From an optimization exercise on the open Yosys and OpenROAD flow, aimed at small area, a short achievable clock period and few clock cycles per item; shortcuts taken in it are not production practice. Only simulation tests tie the RTL to the original design; equivalence was not proved.

===== flow/config.mk =====
export PLATFORM = sky130hd
export DESIGN_NAME = md_iter_unit
export DESIGN_NICKNAME = md_iter_unit
export VERILOG_FILES = /design/flow/design.v
export SDC_FILE = /design/flow/constraint.sdc
export NUM_CORES = 4
export LEC_CHECK = 0
export CAP_MARGIN = 20
export CORE_MARGIN = 2
export CORE_UTILIZATION = 40
export PLACE_DENSITY = 0.6
export SETUP_SLACK_MARGIN = 5
export SLEW_MARGIN = 20

===== flow/constraint.sdc =====
create_clock -name core_clock -period 10.5 [get_ports {clk}]
set_input_delay 2.1000 -clock core_clock [delete_from_list [all_inputs] [get_ports {clk}]]
set_output_delay 2.1000 -clock core_clock [all_outputs]
set_load 0.01 [all_outputs]

===== flow/design.v =====
module md_iter_unit #(
  parameter int unsigned WIDTH = 32
) (
  input  logic             clk,
  input  logic             rst_n,
  input  logic             start,
  input  logic [2:0]       funct3,
  input  logic [WIDTH-1:0] op1,
  input  logic [WIDTH-1:0] op2,
  input  logic             flush,
  output logic             busy,
  output logic             done,
  output logic [WIDTH-1:0] result,
  output logic             zero
);
  typedef enum logic [2:0] {
    StIdle = 3'd0,
    StPrep = 3'd1,
    StMul  = 3'd2,
    StDiv  = 3'd3,
    StFix  = 3'd4,
    StDone = 3'd5
  } state_e;
  state_e      state_q, state_d;
  logic [31:0] xr_q, xr_d;       
  logic [35:0] yr_q, yr_d;       
  logic [63:0] acc_q, acc_d;     
  logic [2:0]  f_q, f_d;         
  logic [5:0]  cnt_q, cnt_d;     
  logic        sx_q, sx_d;       
  logic        sy_q, sy_d;       
  logic [5:0]  wx_q, wx_d;       
  logic [5:0]  wy_q, wy_d;
  logic        mx_q, mx_d;       
  logic        my_q, my_d;
  logic        xs_q, xs_d;       
  logic        fix_q, fix_d;     
  logic accept;
  assign accept = start && !flush && (state_q == StIdle || state_q == StDone);
  function automatic logic [5:0] width32(input logic [31:0] v);
    logic [5:0] w;
    w = 6'd0;
    for (int i = 0; i < 32; i++) begin
      if (v[i]) w = 6'(i + 1);
    end
    width32 = w;
  endfunction
  function automatic logic ones_then_zeros(input logic [31:0] v);
    logic ok;
    ok = 1'b1;
    for (int i = 1; i < 32; i++) begin
      if (!v[i] && v[i-1]) ok = 1'b0;
    end
    ones_then_zeros = ok;
  endfunction
  logic sx_in, sy_in;
  always_comb begin
    if (!funct3[2]) begin
      sx_in = (funct3[1:0] != 2'b11) && op1[31];
      sy_in = !funct3[1] && op2[31];
    end else begin
      sx_in = !funct3[0] && op1[31];
      sy_in = !funct3[0] && op2[31];
    end
  end
  logic        is_mul;
  logic [6:0]  sdiv;
  logic        yzero;
  logic        swap;
  logic [5:0]  wsm;
  logic [3:0]  nstep;
  logic [32:0] mplier;
  logic [31:0] mcand;
  logic        mcand_s;
  logic [35:0] sh_in;
  logic [5:0]  sh_amt;
  logic [35:0] sh_out;
  logic [31:0] xneg;
  always_comb begin
    is_mul  = !f_q[2];
    sdiv    = {1'b0, wx_q} + 7'(mx_q) - {1'b0, wy_q} - 7'(my_q);
    yzero   = (wy_q == 6'd0) && !sy_q;
    swap    = (wx_q < wy_q);
    wsm     = (swap ? wx_q : wy_q) + 6'd1;   
    nstep   = 4'((wsm + 6'd3) >> 2);         
    mplier  = swap ? {sx_q, xr_q} : {sy_q, yr_q[31:0]};
    mcand   = swap ? yr_q[31:0] : xr_q;
    mcand_s = swap ? sy_q : sx_q;
    if (is_mul) begin
      sh_in  = {{3{mplier[32]}}, mplier};
      sh_amt = 6'd36 - {nstep, 2'b00};
    end else begin
      sh_in  = {{4{sy_q}}, yr_q[31:0]};
      sh_amt = sdiv[5:0];
    end
    sh_out = sh_in << sh_amt;
    xneg   = ~xr_q + 32'd1;
  end
  function automatic logic [34:0] booth_pp(input logic [2:0] bd, input logic [32:0] x);
    logic z, two, neg;
    logic [33:0] mag;
    z   = (bd == 3'b000) || (bd == 3'b111);
    two = (bd == 3'b011) || (bd == 3'b100);
    neg = bd[2] && !z;
    if (z)        mag = 34'd0;
    else if (two) mag = {x, 1'b0};
    else          mag = {x[32], x};
    booth_pp = {neg, neg ? ~mag : mag};
  endfunction
  logic [34:0] pph, ppl;
  logic [63:0] t1, t2, t3, csa_s, csa_c;
  logic [63:0] acc_mul;
  always_comb begin
    pph     = booth_pp(yr_q[35:33], {xs_q, xr_q});
    ppl     = booth_pp(yr_q[33:31], {xs_q, xr_q});
    t1      = {acc_q[59:0], 1'b0, pph[34], 1'b0, ppl[34]};
    t2      = {{28{pph[33]}}, pph[33:0], 2'b00};
    t3      = {{30{ppl[33]}}, ppl[33:0]};
    csa_s   = t1 ^ t2 ^ t3;
    csa_c   = {((t1[62:0] & t2[62:0]) | (t1[62:0] & t3[62:0]) | (t2[62:0] & t3[62:0])), 1'b0};
    acc_mul = csa_s + csa_c;
  end
  logic [33:0] trial;
  logic        q_bit;
  logic [31:0] rem_next;
  logic [31:0] quo_next;
  always_comb begin
    trial    = {2'b00, xr_q} + (sy_q ? yr_q[33:0] : ~yr_q[33:0]) + 34'(!sy_q);
    q_bit    = !trial[33];
    rem_next = q_bit ? trial[31:0] : xr_q;
    quo_next = {acc_q[30:0], q_bit};
  end
  always_comb begin
    state_d = state_q;
    xr_d    = xr_q;
    yr_d    = yr_q;
    acc_d   = acc_q;
    f_d     = f_q;
    cnt_d   = cnt_q;
    sx_d    = sx_q;
    sy_d    = sy_q;
    wx_d    = wx_q;
    wy_d    = wy_q;
    mx_d    = mx_q;
    my_d    = my_q;
    xs_d    = xs_q;
    fix_d   = fix_q;
    unique case (state_q)
      StPrep: begin
        if (is_mul) begin
          xr_d    = mcand;
          xs_d    = mcand_s;
          yr_d    = sh_out;
          acc_d   = 64'd0;
          cnt_d   = 6'(nstep) - 6'd1;
          state_d = StMul;
        end else if (yzero) begin
          xr_d    = f_q[1] ? xr_q : 32'hFFFF_FFFF;
          state_d = StDone;
        end else if (sdiv[6]) begin
          xr_d    = f_q[1] ? xr_q : 32'd0;
          state_d = StDone;
        end else begin
          xr_d    = sx_q ? xneg : xr_q;
          yr_d    = sh_out;
          acc_d   = 64'd0;
          cnt_d   = sdiv[5:0];
          fix_d   = f_q[1] ? sx_q : (sx_q ^ sy_q);
          state_d = StDiv;
        end
      end
      StMul: begin
        acc_d = acc_mul;
        yr_d  = {yr_q[31:0], 4'b0000};
        cnt_d = cnt_q - 6'd1;
        if (cnt_q == 6'd0) begin
          xr_d    = (f_q[1:0] == 2'b00) ? acc_mul[31:0] : acc_mul[63:32];
          state_d = StDone;
        end
      end
      StDiv: begin
        acc_d = {32'd0, quo_next};
        xr_d  = rem_next;
        yr_d  = {yr_q[35], yr_q[35:1]};
        cnt_d = cnt_q - 6'd1;
        if (cnt_q == 6'd0) begin
          if (!f_q[1]) xr_d = quo_next;
          state_d = fix_q ? StFix : StDone;
        end
      end
      StFix: begin
        xr_d    = xneg;
        state_d = StDone;
      end
      default: begin
        state_d = StIdle;
      end
    endcase
    if (state_q == StPrep || state_q == StMul || state_q == StDiv || state_q == StFix) begin
      if (flush) state_d = StIdle;
    end
    if (accept) begin
      xr_d    = op1;
      yr_d    = {4'b0000, op2};
      f_d     = funct3;
      sx_d    = sx_in;
      sy_d    = sy_in;
      wx_d    = width32(sx_in ? ~op1 : op1);
      wy_d    = width32(sy_in ? ~op2 : op2);
      mx_d    = sx_in && ones_then_zeros(op1);
      my_d    = sy_in && ones_then_zeros(op2);
      state_d = StPrep;
    end
  end
  always_ff @(posedge clk or negedge rst_n) begin
    if (!rst_n) begin
      state_q <= StIdle;
    end else begin
      state_q <= state_d;
    end
  end
  always_ff @(posedge clk) begin
    xr_q  <= xr_d;
    yr_q  <= yr_d;
    acc_q <= acc_d;
    f_q   <= f_d;
    cnt_q <= cnt_d;
    sx_q  <= sx_d;
    sy_q  <= sy_d;
    wx_q  <= wx_d;
    wy_q  <= wy_d;
    mx_q  <= mx_d;
    my_q  <= my_d;
    xs_q  <= xs_d;
    fix_q <= fix_d;
  end
  always_comb begin
    busy   = (state_q == StPrep) || (state_q == StMul) || (state_q == StDiv) ||
             (state_q == StFix);
    done   = (state_q == StDone);
    result = xr_q;
    zero   = (xr_q == 32'd0);
  end
endmodule

===== flow/run.sh =====
#!/bin/bash
# synth_recipe.tcl (not shown) runs the flow's synth.tcl, then flattens the netlist and writes it again
# the make line also repeats each setting of config.mk as NAME=value (left out here)
make -C /OpenROAD-flow-scripts/flow DESIGN_CONFIG=/design/flow/config.mk WORK_HOME=/design/flow/orfs CLKGATE_MAP_FILE= SYNTH_SCRIPT=/design/flow/synth_recipe.tcl finish

==> results of run 1 <==
==> tightest hold or removal path: cells and delay by family, from the launching register on <==
kind	cells	cell delay [ns]
AOI/OAI and AO/OA	1	0.06
DFF	1	0.35
and+or+nand+nor	1	0.10
==> cells in the final DEF (no fill, tap or decap), drive strengths merged, types with 19 or more instances in the layout <==
| master | n |
|---|---|
| a21oi | 304 |
| nor2 | 253 |
| o21ai | 231 |
| nand2 | 211 |
| edfxtp | 151 |
| xor2 | 121 |
| xnor2 | 120 |
| ha | 117 |
| clkdlybuf4s50 | 104 |
| mux2i | 103 |
| buf | 88 |
| inv | 83 |
| nor3 | 74 |
| a22oi | 67 |
| nand3 | 67 |
| a21o | 66 |
| fa | 63 |
| a211oi | 42 |
| nand2b | 36 |
| and2 | 35 |
| mux2 | 35 |
| o21a | 33 |
| and3 | 32 |
| o211ai | 30 |
| a221oi | 30 |
| o22ai | 28 |
| a31oi | 26 |
| o21bai | 24 |
| nor4 | 23 |
| o221ai | 20 |
| or3 | 20 |
| nor2b | 19 |
==> worst max-delay path by stage <==
stage,from,end,cells past startpoint
floorplan,yr_q[33],xr_q[31],19
global placement,yr_q[33],xr_q[31],17
detailed placement,yr_q[33],xr_q[31],17
CTS,xr_q[8],zero,8
global route,xr_q[4],zero,9
finish,xr_q[5],zero,8
==> registers in the layout, summed over array words and instances, names as in the netlist <==
| name | cells |
|---|---|
| state_q | 3 |
| sx_q | 1 |
| xr_q | 32 |
| xs_q | 1 |
| cnt_q | 6 |
| wy_q | 6 |
| my_q | 1 |
| mx_q | 1 |
| sy_q | 1 |
| fix_q | 1 |
| yr_q | 36 |
| f_q | 3 |
| acc_q | 60 |
| wx_q | 6 |
==> per-stage QoR <==
stage	cell area, um2	cells
floorplan	22600	2854
global placement	24100	3526
detailed placement	24100	3526
CTS	25100	3579
global route	25500	3600
finish	25500	3601
==> final cells by class <==
cell class                      count  share of cell area [%]
Clock buffer                       17                    1.67
Antenna cell                        1                 0.00980
Multi-Input combinational cell   2383                    67.2
Sequential cell                   158                    18.4
Inverter                           77                    1.15
Timing Repair Buffer              193                    7.08
Clock inverter                     15                   0.760
Tap cell                          756                    3.71
Timing Repair inverter              1                  0.0196
==> cell families (layout without fill, tap and decap cells) <==
group	after synthesis	count (layout)	synth area share [%]
multiplexers	142	142	6.72
flip-flops	158	158	20.8
AO/OA/AOI/OAI	1008	1008	28.6
buffers and inverters	313	303	5.30
AND/OR/NAND/NOR	812	812	17.0
XOR/XNOR	241	241	9.47
other	0	1	0
adder cells (fa/ha/maj)	180	180	12.1
==> routing by layer <==
layer / global-route usage, % / up-vias / share of wire [%] / routed length, um
li1: - / 10507 / - / -
met3: 6.07 / 303 / 10 / 8850
met2: 45.9 / 1320 / 44 / 39400
met1: 39.2 / 11084 / 41 / 36200
met4: 14.4 / 0 / 5.1 / 4530
met5: 0 / - / 0 / 0
==> what timing repair did <==
item | in CTS | in global routing
endpoints found under the setup margin | 73 | 57
buffers inserted | 21 | 19
gates cloned | 0 | 2
resized for setup | 46 | 58
pin swaps | 6 | 19
==> run summary, run 1 <==
- Number of global-route vias before repair: 21941
- Relative slew slack: 33.0%
- Largest net degree at the start of global routing: 75
- Antenna viol nets, final: 0
- Synthesized flop and latch total: 158
- Hold Path Cell Cnt: 2
- R2R Path End: xr_q[24]
- First-pass GRT wire length: 134000 um
- DRC viols: 0
- Vias/cell: 6.45
- Chip height: 242 um
- Achievable Freq: 180 MHz
- Place WS: 3.37 ns
- FF/Latch Area: 0.00471 mm2
- Post-DP HPWL: 66900 um
- CTS Buf Count: 17
- Critical-path top delay cell: edfxtp_1
- Clock latency (worst-skew pair): 0.51 ns
- Initial antenna violation count: 0
- WHS Endpoint: yr_q[35]
- Period utilization: 52.9%
- Worst Tran Pin Value: 1.00 ns
- TritonCTS clock tree: built
- Multi-input gate area: 0.0171 mm2
- Utilization after layout: 45.5%
- Worst Reg2Reg Path Length in Cells: 20
- Fin Setup TNS: 0 ns
- HP Class: flip-flop to flip-flop
- Mapped Cells: 2854
- Post-synth top cells: 302 x a21oi_1, 253 x nor2_1, 222 x o21ai_0
- Cell row count: 87
- Average size of a mapped cell: 7.91 um2
- Ordered list of cells on the worst path: nor2_1, nand2_1, or4_4, nand2b_4, or4_4, or4_4, nor3_4, buf_2
- Final WL: 89000 um
- Die Width: 242 um
- R2R Setup Slk: 5.13 ns
- Worst-path maximum fanout: 13
- Startpoint Class: flip-flop
- Worst setup margin: 4.95 ns
- Max Buffers Root-to-Sink: 2
- Net count, final: 3082
- Arrival time of the worst setup path: 3.45 ns
- Post-synth top area share: 20.1%
- WS Path Type: flip-flop to output port
- EDFF count, synth: 151
- Core area: 0.0561 mm2
- H-tree depth: 4
- Min Tclk post-route: 5.55 ns
- GPL Wtd Cong: 0.982
- Crit. End Element: output port
- Syn Nets: 3105
- Synth warn: 1
- CP Data Required Time: 8.40 ns
- Max incr delay on CP: 0.69 ns
- CP Buf/Inv Count: 1
- IO buf count: 105
- Initial drt markers: 3010
- Slew Viols, Final: 0
- Top cell type by total area after synthesis: edfxtp_1
- Routed wire per std cell: 24.7 um
- Clk root buf: clkbuf_16
- Die ar.: 0.0583 mm2
- Synth unique cells: 99
- Gr usage total: 29.6%
- Top_reg_cell synth: edfxtp_1
- Hold Startpoint: yr_q[35]
- Fillers: 5537
- Cell Area, Synth: 0.0226 mm2
- IO Count: 106
- Initial Util: 40.2%
- Hold Slack: 0.546 ns
- Synth top area cells: edfxtp_1 20%, a21oi_1 6.7%, ha_1 6.5%
- Cell mode on critical path: or4_4
- Clock-pin slew on the worst setup and hold paths: 0.08 ns
- Origin of the critical flop-to-flop path: yr_q[33]
- Remaining Overflow, GRT: 0
- Status: finished clean
- Clk sinks: 158
- Vias: 23214
- Hold Fails Final Rpt: 0
- Fin Clk Skew: 0.0151 ns
- P&R area growth vs syn: 13.1%
- Max Cap Viol: 0
- Post-synthesis sequential area ratio: 20.8%
- Count of final setup violators: 0
- Layout cells sized above 1: 9.07%
- CP top delay family: simple AND/OR/NAND/NOR gates
- Synth async-reset ratio: 1.90%
- Most numerous cell in the Yosys netlist: a21oi_1
- 1st-pass router iterations: 6
- Unrepaired setup endpoints after global routing: yes
- # hold bufs at CTS: 0
Testbench counts, summed over its fixed seeds: cycles 160,242, items 24,000.
==> run 2, diff against run 1 <==
--- a/flow/config.mk
+++ b/flow/config.mk
@@ -9,5 +9,4 @@
 export CORE_MARGIN = 2
 export CORE_UTILIZATION = 40
 export PLACE_DENSITY = 0.6
-export SETUP_SLACK_MARGIN = 5
 export SLEW_MARGIN = 20
==> run summary, run 2 <==
- Fillers: 5629 (+1.7%)
- Most numerous cell in the Yosys netlist: a21oi_1
- WS Path Type: flip-flop to flip-flop
- Die ar.: 0.0583 mm2 (unchanged)
- Chip height: 242 um (unchanged)
- Synth unique cells: 99 (unchanged)
- Place WS: 3.56 ns (+0.193 ns)
- Relative slew slack: 22.2% (-11 points)
- Crit. End Element: flip-flop
- TritonCTS clock tree: built
- Top_reg_cell synth: edfxtp_1
- GPL Wtd Cong: 1.01 (+3.3%)
- Worst Tran Pin Value: 1.16 ns (+0.154 ns)
- Crit path capture: xr_q[31]
- Hold Fails Final Rpt: 0 (unchanged)
- Arrival time of the worst setup path: 7.40 ns (+3.95 ns)
- IO Count: 106 (unchanged)
- # hold bufs at CTS: 0 (unchanged)
- R2R Setup Slk: 3.32 ns (-1.81 ns)
- Remaining Overflow, GRT: 0 (unchanged)
- Synth top area cells: edfxtp_1 20%, a21oi_1 6.7%, ha_1 6.5%
- Post-synthesis sequential area ratio: 20.8% (unchanged)
- Max Buffers Root-to-Sink: 2 (unchanged)
- R2R Path End: xr_q[31]
- IO buf count: 105 (unchanged)
- Max reg flops: 60 (unchanged)
- Clock latency (worst-skew pair): 0.52 ns (about the same)
- Achievable Freq: 139 MHz (-23%)
- Post-route insts no fill: 3551 (-1.4%)
- Synthesized flop and latch total: 158 (unchanged)
- Cell Area, Synth: 0.0226 mm2 (unchanged)
- Critical path startpoint: yr_q[33]
- 1st-pass router iterations: 6 (unchanged)
- P&R area growth vs syn: 9.34%
- Initial antenna violation count: 7 (+7)
- Average size of a mapped cell: 7.91 um2 (unchanged)
- Die Width: 242 um (unchanged)
- Synth async-reset ratio: 1.90% (unchanged)
- Design Area, Final: 0.0247 mm2 (-3.3%)
- Fin Clk Skew: 0.0237 ns (+0.00854 ns)
- DRC viols: 0 (unchanged)
- Period utilization: 68.4% (+16 points)
- Initial drt markers: 2595 (-14%)
- HP Class: flip-flop to flip-flop
- Fin Setup TNS: 0 ns (unchanged)
- Placed cells: 3518 (-0.23%)
- Post-DP HPWL: 69300 um (+3.6%)
- Cell row count: 87 (unchanged)
- Post-synth top area share: 20.1% (unchanged)
- Slew Viols, Final: 0 (unchanged)
- Routed wire per std cell: 25.7 um (+3.9%)
- Count of final setup violators: 0 (unchanged)
- CP Data Required Time: 10.72 ns (+2.32 ns)
- Clk root buf: clkbuf_16
- Status: finished clean
- Synth warn: 1 (unchanged)
- Post-synth top cells: 302 x a21oi_1, 253 x nor2_1, 222 x o21ai_0
- Core area: 0.0561 mm2 (unchanged)
- Hold Startpoint: cnt_q[0]
- Hold Path Cell Cnt: 1 (-1)
- Post-CTS Resized: 0 (-100%)
- Initial Util: 40.2% (unchanged)
- Unrepaired setup endpoints after global routing: no
- FF/Latch Area: 0.00470 mm2 (-0.21%)
- Worst Reg2Reg Path Length in Cells: 17 (-15%)
- Hold Slack: 0.672 ns (+0.126 ns)
- Utilization after layout: 44.0% (-1.5 points)
- EDFF count, synth: 151 (unchanged)
- Worst-path maximum fanout: 43 (+30)
- Largest net degree at the start of global routing: 62 (-17%)
- First-pass GRT wire length: 136000 um (+2.0%)
- Largest Register: acc_q
- Origin of the critical flop-to-flop path: yr_q[33]
- Gr usage total: 30.4% (+0.80 points)
- Vias/cell: 6.52 (+1.1%)
- Net count, final: 3032 (-1.6%)
- H-tree depth: 4 (unchanged)
- Clk sinks: 158 (unchanged)
- Postcts setup bufs: 0 (-100%)
- Number of global-route vias before repair: 21889 (-0.24%)
- Worst setup margin: 3.32 ns (-1.63 ns)
- Startpoint Class: flip-flop
- Min Tclk post-route: 7.18 ns (+1.63 ns)
- Most frequent cells in the layout: 302 x a21oi_1, 250 x nor2_1, 220 x o21ai_0, 211 x nand2_1, 151 x edfxtp_1
- Dpl cell area: 0.0241 mm2 (-0.22%)
- Max Cap Viol: 0 (unchanged)
- CTS Buf Count: 17 (unchanged)
- Antenna viol nets, final: 0 (unchanged)
- Most common cell after layout, fill and taps aside: a21oi_1
- Final WL: 91200 um (+2.5%)
- Top cell type by total area after synthesis: edfxtp_1
- Clock-pin slew on the worst setup and hold paths: 0.08 ns (about the same)
- Vias: 23142 (-0.31%)
- Multi-input gate area: 0.0168 mm2 (-2.1%)
- Mapped Cells: 2854 (unchanged)
- Largest regs: acc_q: 60 flops, yr_q: 36 flops, xr_q: 32 flops
- Layout cells sized above 1: 5.69% (-3.4 points)
- Syn Nets: 3105 (unchanged)
## run 2: cell type report
type	instances	share of cell area, %
multi-input cells	2383	68.0
clock inverters	15	0.771
diodes	1	0.0101
repair buffers	144	5.45
flip-flops and latches	158	19.0
well taps	756	3.83
inverters	77	1.17
clock buffers	17	1.72
## run 2: how the worst min path moves through the flow
stage                     end  slack, ns
finish               cnt_q[0]       0.67
global route         cnt_q[0]       0.68
detailed placement  acc_q[15]       0.64
floorplan            yr_q[34]       0.54
global placement    acc_q[15]       0.65
CTS                 acc_q[15]       0.66
## run 2: cell families after synthesis
| kind of cell | Yosys count | synth area share [%] |
|---|---|---|
| adders and majority gates | 180 | 12.1 |
| and+or+nand+nor | 812 | 17.0 |
| muxes | 142 | 6.72 |
| DFF | 158 | 20.8 |
| buffers and inverters | 313 | 5.30 |
| AOI/OAI and AO/OA | 1008 | 28.6 |
| xor gates and xnor gates | 241 | 9.47 |
## run 2: layer usage
metal	share of wire, %	GRT usage, %	up-vias
met4	4.8	14.8	6
met1	42	40.3	11250
met2	44	46.9	1239
met5	0.038	0	-
li1	-	-	10394
met3	9.0	6.36	253
## run 2: worst max-delay path, stage by stage, from the launching register on
cell       delay (ns)
dfxtp_2          0.33
buf_4            0.59
nor2_1           0.11
nand2_1          0.78
o21ai_0          0.30
fa_1             0.53
ha_1             0.37
nand2_1          0.10
or3_1            0.40
o211ai_1         0.45
nand3_1          0.28
a2111oi_0        0.89
a41oi_1          0.32
a2111oi_0        0.68
a311oi_1         0.21
or3_1            0.33
nand3_1          0.10
o211ai_1         0.10
==> run 3, diff against run 2 <==
--- a/flow/design.v
+++ b/flow/design.v
@@ -35,6 +35,7 @@
   logic        my_q, my_d;
   logic        xs_q, xs_d;       
   logic        fix_q, fix_d;     
+  logic [5:0]  bc_q, bc_d;       
   logic accept;
   assign accept = start && !flush && (state_q == StIdle || state_q == StDone);
   function automatic logic [5:0] width32(input logic [31:0] v);
@@ -96,36 +97,81 @@
     sh_out = sh_in << sh_amt;
     xneg   = ~xr_q + 32'd1;
   end
-  function automatic logic [34:0] booth_pp(input logic [2:0] bd, input logic [32:0] x);
+  function automatic logic [2:0] booth_dec(input logic [2:0] bd);
     logic z, two, neg;
-    logic [33:0] mag;
     z   = (bd == 3'b000) || (bd == 3'b111);
     two = (bd == 3'b011) || (bd == 3'b100);
     neg = bd[2] && !z;
-    if (z)        mag = 34'd0;
-    else if (two) mag = {x, 1'b0};
-    else          mag = {x[32], x};
-    booth_pp = {neg, neg ? ~mag : mag};
+    booth_dec = {z, two, neg};
+  endfunction
+  function automatic logic [34:0] booth_pp(input logic [2:0] bc, input logic [32:0] x);
+    logic [33:0] mag;
+    if (bc[2])      mag = 34'd0;
+    else if (bc[1]) mag = {x, 1'b0};
+    else            mag = {x[32], x};
+    booth_pp = {bc[0], bc[0] ? ~mag : mag};
+  endfunction
+  function automatic logic [63:0] bk_add64(input logic [63:0] x, input logic [63:0] y);
+    logic [63:0] p, g, pp, gg;
+    p  = x ^ y;
+    g  = x & y;
+    pp = p;
+    gg = g;
+    for (int i = 1; i <= 6; i++) begin
+      for (int j = (1 << i) - 1; j < 64; j += (1 << i)) begin
+        gg[j] = gg[j] | (pp[j] & gg[j - (1 << (i-1))]);
+        pp[j] = pp[j] & pp[j - (1 << (i-1))];
+      end
+    end
+    for (int i = 6; i > 0; i--) begin
+      for (int j = (1 << i) + (1 << (i-1)) - 1; j < 64; j += (1 << i)) begin
+        gg[j] = gg[j] | (pp[j] & gg[j - (1 << (i-1))]);
+        pp[j] = pp[j] & pp[j - (1 << (i-1))];
+      end
+    end
+    bk_add64 = p ^ {gg[62:0], 1'b0};
+  endfunction
+  function automatic logic [33:0] bk_add34(input logic [33:0] x, input logic [33:0] y,
+                                           input logic ci);
+    logic [33:0] p, g, pp, gg;
+    p  = x ^ y;
+    g  = x & y;
+    pp = p;
+    gg = g;
+    gg[0] = g[0] | (p[0] & ci);
+    for (int i = 1; i <= 6; i++) begin
+      for (int j = (1 << i) - 1; j < 34; j += (1 << i)) begin
+        gg[j] = gg[j] | (pp[j] & gg[j - (1 << (i-1))]);
+        pp[j] = pp[j] & pp[j - (1 << (i-1))];
+      end
+    end
+    for (int i = 6; i > 0; i--) begin
+      for (int j = (1 << i) + (1 << (i-1)) - 1; j < 34; j += (1 << i)) begin
+        gg[j] = gg[j] | (pp[j] & gg[j - (1 << (i-1))]);
+        pp[j] = pp[j] & pp[j - (1 << (i-1))];
+      end
+    end
+    bk_add34 = p ^ {gg[32:0], ci};
   endfunction
   logic [34:0] pph, ppl;
   logic [63:0] t1, t2, t3, csa_s, csa_c;
   logic [63:0] acc_mul;
   always_comb begin
-    pph     = booth_pp(yr_q[35:33], {xs_q, xr_q});
-    ppl     = booth_pp(yr_q[33:31], {xs_q, xr_q});
+    pph     = booth_pp(bc_q[5:3], {xs_q, xr_q});
+    ppl     = booth_pp(bc_q[2:0], {xs_q, xr_q});
     t1      = {acc_q[59:0], 1'b0, pph[34], 1'b0, ppl[34]};
     t2      = {{28{pph[33]}}, pph[33:0], 2'b00};
     t3      = {{30{ppl[33]}}, ppl[33:0]};
     csa_s   = t1 ^ t2 ^ t3;
     csa_c   = {((t1[62:0] & t2[62:0]) | (t1[62:0] & t3[62:0]) | (t2[62:0] & t3[62:0])), 1'b0};
-    acc_mul = csa_s + csa_c;
+    acc_mul = bk_add64(csa_s, csa_c);
   end
   logic [33:0] trial;
   logic        q_bit;
   logic [31:0] rem_next;
   logic [31:0] quo_next;
   always_comb begin
-    trial    = {2'b00, xr_q} + (sy_q ? yr_q[33:0] : ~yr_q[33:0]) + 34'(!sy_q);
+    trial    = bk_add34({2'b00, xr_q}, sy_q ? yr_q[33:0] : ~yr_q[33:0], !sy_q);
     q_bit    = !trial[33];
     rem_next = q_bit ? trial[31:0] : xr_q;
     quo_next = {acc_q[30:0], q_bit};
@@ -145,12 +191,14 @@
     my_d    = my_q;
     xs_d    = xs_q;
     fix_d   = fix_q;
+    bc_d    = {booth_dec(yr_q[31:29]), booth_dec(yr_q[29:27])};
     unique case (state_q)
       StPrep: begin
         if (is_mul) begin
           xr_d    = mcand;
           xs_d    = mcand_s;
           yr_d    = sh_out;
+          bc_d    = {booth_dec(sh_out[35:33]), booth_dec(sh_out[33:31])};
           acc_d   = 64'd0;
           cnt_d   = 6'(nstep) - 6'd1;
           state_d = StMul;
@@ -233,6 +281,7 @@
     my_q  <= my_d;
     xs_q  <= xs_d;
     fix_q <= fix_d;
+    bc_q  <= bc_d;
   end
   always_comb begin
     busy   = (state_q == StPrep) || (state_q == StMul) || (state_q == StDiv) ||
--- a/flow/config.mk
+++ b/flow/config.mk
@@ -9,4 +9,5 @@
 export CORE_MARGIN = 2
 export CORE_UTILIZATION = 40
 export PLACE_DENSITY = 0.6
+export SETUP_SLACK_MARGIN = 5
 export SLEW_MARGIN = 20
==> run summary, run 3 <==
- Die Width: 240 um (-0.79%)
- Synth unique cells: 100 (+1.0%)
- Post-synthesis sequential area ratio: 21.7% (+0.88 points)
- Synth async-reset ratio: 1.83% (-0.069 points)
- Clk sinks: 164 (+3.8%)
- P&R area growth vs syn: 15.3%
- Top_reg_cell synth: edfxtp_1
- Cell row count: 86 (-1.1%)
- Cell Area, Synth: 0.0222 mm2 (-1.6%)
- Most frequent cells in the layout: 309 x nor2_1, 215 x a21oi_1, 209 x nand2_1, 155 x mux2i_1, 151 x edfxtp_1
- IO Count: 106 (unchanged)
- WS Path Type: flip-flop to flip-flop
- TritonCTS clock tree: built
- Layout cells sized above 1: 10.2% (+4.5 points)
- R2R Path End: xr_q[31]
- Arrival time of the worst setup path: 6.30 ns (-1.10 ns)
- Clock latency (worst-skew pair): 0.51 ns (about the same)
- Unrepaired setup endpoints after global routing: yes
- Largest Register: acc_q
- Most numerous cell in the Yosys netlist: nor2_1
- Remaining Overflow, GRT: 0 (unchanged)
- Fin Clk Skew: 0.0121 ns (-0.0116 ns)
- Startpoint Class: flip-flop
- Largest net degree at the start of global routing: 94 (+52%)
- Number of global-route vias before repair: 21268 (-2.8%)
- Mapped Cells: 2724 (-4.6%)
- Vias/cell: 6.27 (-3.8%)
- Hold Startpoint: yr_q[34]
- Critical path startpoint: bc_q[4]
- Clk root buf: clkbuf_16
- Net count, final: 3075 (+1.4%)
- Fillers: 5398 (-4.1%)
- FF/Latch Area: 0.00482 mm2 (+2.7%)
- Synth top area cells: edfxtp_1 20%, fa_1 9.7%, mux2i_1 7.0%
- Crit. End Element: flip-flop
- Count of final setup violators: 0 (unchanged)
- Initial antenna violation count: 4 (-3)
- R2R Setup Slk: 4.44 ns (+1.13 ns)
- Hold Slack: 0.478 ns (-0.194 ns)
- Max reg flops: 60 (unchanged)
- CP Buf/Inv Count: 1 (unchanged)
- Place WS: 3.62 ns (+0.0576 ns)
- IO buf count: 105 (unchanged)
- Initial Util: 40.4% (+0.13 points)
- Slew Viols, Final: 0 (unchanged)
- Origin of the critical flop-to-flop path: bc_q[4]
- Multi-input gate area: 0.0164 mm2 (-2.5%)
- DRC viols: 0 (unchanged)
- Routed wire per std cell: 25.3 um (-1.3%)
- Post-synth top cells: 314 x nor2_1, 221 x a21oi_1, 210 x nand2_1
- Average size of a mapped cell: 8.15 um2 (+3.1%)
- Status: finished clean
- CTS Buf Count: 17 (unchanged)
- Critical-path top delay cell: fa_1
- Worst Tran Pin Value: 1.05 ns (-0.106 ns)
- Worst Reg2Reg Path Length in Cells: 27 (+10)
- Hold Fails Final Rpt: 0 (unchanged)
- Most common cell after layout, fill and taps aside: nor2_1
- Die ar.: 0.0574 mm2 (-1.6%)
- Top cell type by total area after synthesis: edfxtp_1
- # hold bufs at CTS: 0 (unchanged)
- First-pass GRT wire length: 133000 um (-2.3%)
- Chip height: 240 um (-0.79%)
- Achievable Freq: 165 MHz (+19%)
- Core area: 0.0550 mm2 (-1.9%)
- Synth warn: 1 (unchanged)
- Worst-path maximum fanout: 16 (-63%)
- Relative slew slack: 30.0% (+7.8 points)
- EDFF count, synth: 151 (unchanged)
- CP top delay family: compound AO/OA/AOI/OAI gates
- Max Cap Viol: 0 (unchanged)
- WHS Endpoint: yr_q[34]
- 1st-pass router iterations: 6 (unchanged)
- Worst setup margin: 4.44 ns (+1.13 ns)
- Gr usage total: 31.1% (+0.73 points)
- Final WL: 89700 um (-1.6%)
- H-tree depth: 4 (unchanged)
- Largest regs: acc_q: 60 flops, yr_q: 36 flops, xr_q: 32 flops
- Antenna viol nets, final: 0 (unchanged)
- Clock-pin slew on the worst setup and hold paths: 0.07 ns (about the same)
- Post-synth top area share: 20.4% (+0.33 points)
- Fin Setup TNS: 0 ns (unchanged)
- Vias: 22193 (-4.1%)
- Synthesized flop and latch total: 164 (+3.8%)
- Max incr delay on CP: 0.50 ns (-0.39 ns)
- Period utilization: 57.7% (-11 points)
- Ant. Diodes: 0 (-1)
- Syn Nets: 3019 (-2.8%)
- Hold Path Cell Cnt: 2 (+1)
- Max Buffers Root-to-Sink: 2 (unchanged)
- Post-DP HPWL: 64400 um (-7.0%)
- GPL Wtd Cong: 0.985 (-2.9%)
- CP Data Required Time: 10.75 ns (+0.03 ns)
- HP Class: flip-flop to flip-flop
- Initial drt markers: 2482 (-4.4%)
- Min Tclk post-route: 6.06 ns (-1.13 ns)
-- run 3: changes by cell type in the layout (fill, tap and decap cells not counted), sizes merged, moves of 17 or more --
cell | previous run | this run
mux2 | 35 | 18
xor2 | 121 | 100
mux2i | 103 | 156
xnor2 | 120 | 99
fa | 63 | 108
o21a | 33 | 15
a22oi | 67 | 6
a21oi | 304 | 223
o21ai | 231 | 167
buf | 39 | 142
nand3 | 67 | 48
nor2 | 253 | 315
inv | 84 | 143
-- run 3: per-layer routing --
| metal | track usage [%] | part of all wire, % | vias up |
|---|---|---|---|
| li1 | - | - | 9922 |
| met1 | 41.6 | 41 | 10814 |
| met2 | 48.6 | 45 | 1201 |
| met3 | 5.88 | 9.6 | 254 |
| met4 | 14.1 | 4.7 | 2 |
| met5 | 0 | 0.0078 | - |
-- run 3: worst max path at each step --
stage	to	slack, ns	cells past startpoint
final	xr_q[31]	4.44	27
after global routing	xr_q[31]	4.21	29
after CTS	xr_q[31]	4.51	31
after detailed placement	xr_q[31]	3.62	28
after global placement	xr_q[31]	3.62	28
after floorplan	xr_q[31]	4.44	27
-- run 3: worst register-to-register path: cells and delay by family (launching register included) --
kind | cells | cell delay (ns)
buf+inv | 1 | 0.34
simple gates | 5 | 0.74
flops | 1 | 0.40
fa+ha+maj | 3 | 1.13
xor+xnor | 5 | 0.80
compound gates | 12 | 2.31
mux | 1 | 0.10
-- run 3: through the flow --
step | instances | cell area, um2 | util, %
after floorplan | 2724 | 22300 | -
after global placement | 3412 | 23800 | 43.3
after detailed placement | 3412 | 23800 | 43.4
after CTS | 3517 | 25300 | 45.9
after global routing | 3541 | 25600 | 46.6
final | 3541 | 25600 | 46.6
-- run 3: layout make-up --
| cell class | count | share of cell area [%] |
|---|---|---|
| clock buffer | 19 | 1.73 |
| clock inverter | 13 | 0.586 |
| inverter | 142 | 2.10 |
| multi-input combinational | 2204 | 63.9 |
| sequential | 164 | 18.8 |
| tap | 748 | 3.66 |
| timing repair buffer | 250 | 9.17 |
| timing repair inverter | 1 | 0.0195 |
-- run 3: cells by family after synthesis --
group | share of synthesized area (%)
simple gates | 17.2
compound gates | 22.7
buf+inv | 6.20
fa+ha+maj | 16.3
xor+xnor | 7.95
mux | 7.96
flops | 21.7
-- run 3: repair_timing --
item,CTS,global route
buffers inserted,69,23
cloned,4,0
pin swaps,9,29
gates resized for setup,36,32
setup endpoints to repair,52,56
Testbench counts of run 3, summed over its fixed seeds: cycles 160,242, items 24,000.

## what the ideal ports hide
How much do the figures lean on ideal ports? The routed layouts below were timed once more, with nothing changed but the port constraints.
Step 1 assumes that a clkbuf_16 drives the clock port and a buf_2 every other input.
Step 2 moves the port delays by t, midway between the first and last clock arrival at a register: inputs arrive t later, outputs are due t later. That takes back most of the time a late clock gives input paths.
Three values: no drivers, after step 1, after step 2; two values: the first two.
run	t (ns)	setup slack, ns	worst hold slack (ns)	worst setup path after step 2	slew at the worst register clock pin (ns)
run 1	0.564	4.950 / 4.885 / 4.669	0.546 / 0.546 / 0.546	input to register	0.08 / 0.08
run 2	0.569	3.319 / 3.319 / 3.319	0.672 / 0.672 / 0.672	register to register	0.09 / 0.09
run 3	0.574	4.444 / 4.444 / 4.271	0.478 / 0.478 / 0.478	input to register	0.08 / 0.08
After both steps setup and hold are still met in every run listed. For run 1, which loses most, drivers alone change the setup slack by -0.065 ns; drivers and shift together by -0.281 ns.
